This is an optimization exercise on Yosys and OpenROAD, whose aim is small area, a short achievable clock period and few clock cycles per item, not a production implementation.
The RTL was checked by simulation tests, not by an equivalence proof against the original design.
The clock port is modelled as an ideal driver; clocking choices that lean on that would not hold on a real chip.
Power figures rest on the tool's default switching activity, not on a simulated workload.

==> inputs of job 7978 <==
==> flow/design.v (excerpt) <==
module rv_core_top (
    input  logic                    sys_clk,
    input  logic                    sys_rst_n,
    input  logic                    inst_valid,
    input  logic [32-1:0]   inst,
    output logic                    inst_ready,
    output logic                    wb_valid,
    output logic [5-1:0] wb_rd,
    output logic [32-1:0]   wb_data
);
==> flow/config.mk <==
export PLATFORM = sky130hd
export DESIGN_NAME = rv_core_top
export DESIGN_NICKNAME = rv_core_top
export VERILOG_FILES = /design/flow/design.v
export SDC_FILE = /design/flow/constraint.sdc
export NUM_CORES = 4
export LEC_CHECK = 0
export CAP_MARGIN = 20
export CORE_MARGIN = 2
export CORE_UTILIZATION = 45
export PLACE_DENSITY = 0.55
export SETUP_SLACK_MARGIN = 3.5
export SLEW_MARGIN = 20
export SYNTH_HIERARCHICAL = 1
export TNS_END_PERCENT = 0
==> flow/constraint.sdc <==
create_clock -name core_clock -period 6.5 [get_ports {sys_clk}]
set_input_delay 1.3000 -clock core_clock [delete_from_list [all_inputs] [get_ports {sys_clk}]]
set_output_delay 1.3000 -clock core_clock [all_outputs]
set_load 0.01 [all_outputs]
standard.sh (not shown) runs the stock make flow with config.mk's settings and CLKGATE_MAP_FILE= SYNTH_SCRIPT=/design/flow/synth_recipe.tcl, a recipe that flattens the netlist after the stock synthesis.
==> flow/flow/run.sh <==
#!/bin/bash
# The standard layout (standard.sh) with these changes:
#  - synthesis leaves additions to ABC instead of mapping them onto the
#    library's full/half adder cells (ADDER_MAP_FILE empty); registers are
#    untouched by this;
#  - the port buffers are buf_4 cells instead of delay buffers;
#  - clock tree synthesis uses one clock buffer size, clusters of up to 16
#    sinks and no dummy loads;
#  - after clock tree synthesis, flow/post_cts.tcl runs a few more rounds of
#    setup repair on the worst path.
# standard.sh runs ORFS's make; its output goes to standard.log and each
# step's full log to orfs/logs/.
set -o pipefail
export CTS_ARGS="-sink_clustering_enable -repair_clock_nets -buf_list sky130_fd_sc_hd__clkbuf_8 -dont_use_dummy_load -sink_clustering_size 16 -sink_clustering_max_diameter 60"
export BUFFER_PORTS_ARGS="-buffer_cell sky130_fd_sc_hd__buf_4"
export POST_CTS_TCL="$(pwd)/flow/post_cts.tcl"
bash standard.sh finish ADDER_MAP_FILE= > standard.log 2>&1
==> flow/flow/post_cts.tcl <==
# Extra setup repair after clock tree synthesis: a few more rounds that work
# only on the worst path, free to change a cell's footprint, without the
# delay cells.
log_cmd estimate_parasitics -placement
set_dont_use [get_lib_cells {*/sky130_fd_sc_hd__clkdlybuf* */sky130_fd_sc_hd__dlygate* */sky130_fd_sc_hd__dlymetal*}]
foreach round {1 2 3} {
  log_cmd repair_timing -setup -setup_margin 4.0 -repair_tns 0 -verbose
}
log_cmd detailed_placement
check_placement -verbose
log_cmd estimate_parasitics -placement
report_worst_slack -max
==> job 5388 (differences from job 7978) <==
--- a/flow/design.v
+++ b/flow/design.v
@@ -131,12 +131,13 @@
     logic          ex_sub, ex_sra;
     logic          ex_s_add, ex_s_sll, ex_s_slt, ex_s_sltu;
     logic          ex_s_xor, ex_s_sr, ex_s_or, ex_s_and;
     logic          r_wen;                
     logic [AW-1:0] r_rd;
     logic [XL-1:0] r_data;
+    logic [XL-1:0] w_data;               
     logic          rst_q;                
     logic [XL-1:0] sum, sll_v, sr_v, alu;
     logic          lt, ltu, b_msb;
     logic [XL-1:0] ks_g [6];
     logic [XL-1:0] ks_p [6];
     logic [XL-1:0] ab_x;
@@ -171,13 +172,13 @@
     logic          hit_a_ex, hit_a_r, hit_b_ex, hit_b_r;
     gpr_file i_gpr_file (
         .sys_clk (sys_clk),
         .clr     (!rst_q),
         .wen     (r_wen),
         .wrd     (r_rd),
-        .wdata   (r_data),
+        .wdata   (w_data),
         .sel1    (sel1),
         .sel2    (sel2),
         .rdata1  (rf1),
         .rdata2  (rf2)
     );
     assign hit_a_ex = ex_wen && ex_rd == rs1 && !id_lui;
@@ -220,12 +221,13 @@
         ex_s_xor  <= !id_lui && f3 == isa_pkg::F3_XOR;
         ex_s_sr   <= !id_lui && f3 == isa_pkg::F3_SRL_SRA;
         ex_s_or   <= !id_lui && f3 == isa_pkg::F3_OR;
         ex_s_and  <= !id_lui && f3 == isa_pkg::F3_AND;
         r_rd      <= ex_rd;
         r_data    <= alu;
+        w_data    <= alu & {XL{ex_wen}};
     end
     assign inst_ready = 1'b1;
     assign wb_valid   = r_wen;
     assign wb_rd      = r_rd;
     assign wb_data    = r_data;
 endmodule
CAP_MARGIN = 40   (was 20)
SLEW_MARGIN = 60   (was 20)
TNS_END_PERCENT = 3   (was 0)
==> job 5461 (differences from job 7978) <==
--- a/flow/design.v
+++ b/flow/design.v
@@ -134,30 +134,29 @@
     logic          r_wen;                
     logic [AW-1:0] r_rd;
     logic [XL-1:0] r_data;
     logic          rst_q;                
     logic [XL-1:0] sum, sll_v, sr_v, alu;
     logic          lt, ltu, b_msb;
-    logic [XL-1:0] ks_g [6];
-    logic [XL-1:0] ks_p [6];
-    logic [XL-1:0] ab_x;
-    assign ab_x     = ex_a ^ ex_b;
-    assign ks_g[0]  = {ex_a[XL-2:0] & ex_b[XL-2:0], ex_sub};
-    assign ks_p[0]  = {ab_x[XL-2:0], 1'b0};
-    for (genvar l = 0; l < 5; l++) begin : g_lvl
-        for (genvar i = 0; i < XL; i++) begin : g_pos
+    localparam int LV = $clog2(XL + 1);
+    logic [XL:0] pg_g [LV+1];
+    logic [XL:0] pg_p [LV+1];
+    assign pg_g[0] = {ex_a & ex_b, ex_sub};
+    assign pg_p[0] = {ex_a ^ ex_b, 1'b0};
+    for (genvar l = 0; l < LV; l++) begin : g_lvl
+        for (genvar i = 0; i <= XL; i++) begin : g_pos
             if (i >= (1 << l)) begin : g_comb
-                assign ks_g[l+1][i] = ks_g[l][i] | (ks_p[l][i] & ks_g[l][i - (1 << l)]);
-                assign ks_p[l+1][i] = ks_p[l][i] & ks_p[l][i - (1 << l)];
+                assign pg_g[l+1][i] = pg_g[l][i] | (pg_p[l][i] & pg_g[l][i - (1 << l)]);
+                assign pg_p[l+1][i] = pg_p[l][i] & pg_p[l][i - (1 << l)];
             end else begin : g_pass
-                assign ks_g[l+1][i] = ks_g[l][i];
-                assign ks_p[l+1][i] = ks_p[l][i];
+                assign pg_g[l+1][i] = pg_g[l][i];
+                assign pg_p[l+1][i] = pg_p[l][i];
             end
         end
     end
-    assign sum = ab_x ^ ks_g[5];
+    assign sum = pg_p[0][XL:1] ^ pg_g[LV][XL-1:0];
     assign b_msb = !ex_b[XL-1];
     assign lt    = (ex_a[XL-1] ^ b_msb) ? ex_a[XL-1] : sum[XL-1];
     assign ltu   = (ex_a[XL-1] ^ b_msb) ? b_msb      : sum[XL-1];
     assign sll_v = ex_a << ex_sh;
     assign sr_v  = XL'($signed({ex_sra & ex_a[XL-1], ex_a}) >>> ex_sh);
     assign alu = ({XL{ex_s_add}}  & sum)
==> flow/flow/run.sh (replaced) <==
#!/bin/bash
# The standard layout (standard.sh) with two changes:
#  - synthesis leaves additions to ABC instead of mapping them onto the
#    library's full/half adder cells (ADDER_MAP_FILE empty); registers are
#    untouched by this;
#  - clock tree synthesis uses one clock buffer size, clusters of up to 16
#    sinks and no dummy loads.
# standard.sh runs ORFS's make; its output goes to standard.log and each
# step's full log to orfs/logs/.
set -o pipefail
export CTS_ARGS="-sink_clustering_enable -repair_clock_nets -buf_list sky130_fd_sc_hd__clkbuf_8 -dont_use_dummy_load -sink_clustering_size 16 -sink_clustering_max_diameter 60"
bash standard.sh finish ADDER_MAP_FILE= > standard.log 2>&1
TNS_END_PERCENT = 5   (was 0)
removed: flow/flow/post_cts.tcl
==> notes.md <==
Max incr delay on CP: 0.69 ns
Vias per cell: 7.49
Clock power share: 22.5%
Outcome: no timing/DRC/antenna violations
Synth Area in XOR/XNOR: 1.83%
Comb_multi_in: 2,338
Fraction of area in multi-input gates: 31.2%
Antenna violations before repair: 7
(the above is from job 5461)
==> notes.md <==
Outcome: no timing/DRC/antenna violations
Comb_multi_in: 2,280
Clock power share: 22.4%
Fraction of area in multi-input gates: 31.5%
Synth Area in XOR/XNOR: 1.85%
Vias per cell: 7.62
(the above is from job 7978)
==> notes.md <==
Outcome: no timing/DRC/antenna violations
Top reg by flops: i_gpr_file.regs
Synth Area in XOR/XNOR: 1.81%
DR pass1 iterations: 13
Fraction of area in multi-input gates: 31.2%
Clock power share: 25.2%
Total track usage: 34.8%
Antenna violations before repair: 5
Comb_multi_in: 2,383
(the above is from job 5388)
Testbench counts of job 7978, summed over its fixed seeds: cycles 20,024, items 20,000.
Testbench counts of job 5388, summed over its fixed seeds: cycles 20,024, items 20,000.
Testbench counts of job 5461, summed over its fixed seeds: cycles 20,024, items 20,000.

[what the ideal ports hide]
In the flow no input, the clock included, has a driving cell. The finished layouts below were timed again as built, in two steps. Step 1, drivers: a clkbuf_16 drives sys_clk and a buf_2 each remaining input, both assumed. Step 2, shift: input delay + t, output delay - t, t = (earliest + latest rising clock arrival at the registers) / 2. This alone moves slack from input paths to output paths. Slacks: ideal ports / drivers / drivers and shift; pairs: ideal ports / drivers.
run	shift t [ns]	slack for setup (ns)	slew at the worst register clock pin (ns)	cell pins on the clock port's net
job 7978	0.869	3.436 / 3.436 / 3.381	0.11 / 0.11	1
job 5388	0.839	3.475 / 3.475 / 3.475	0.11 / 0.11	1
job 5461	0.856	3.225 / 3.159 / 3.225	0.11 / 0.11	1
After both steps every run listed still meets setup and hold. The setup slack of job 7978, which loses most, moves by 0.000 ns with the drivers and by -0.055 ns with both steps.
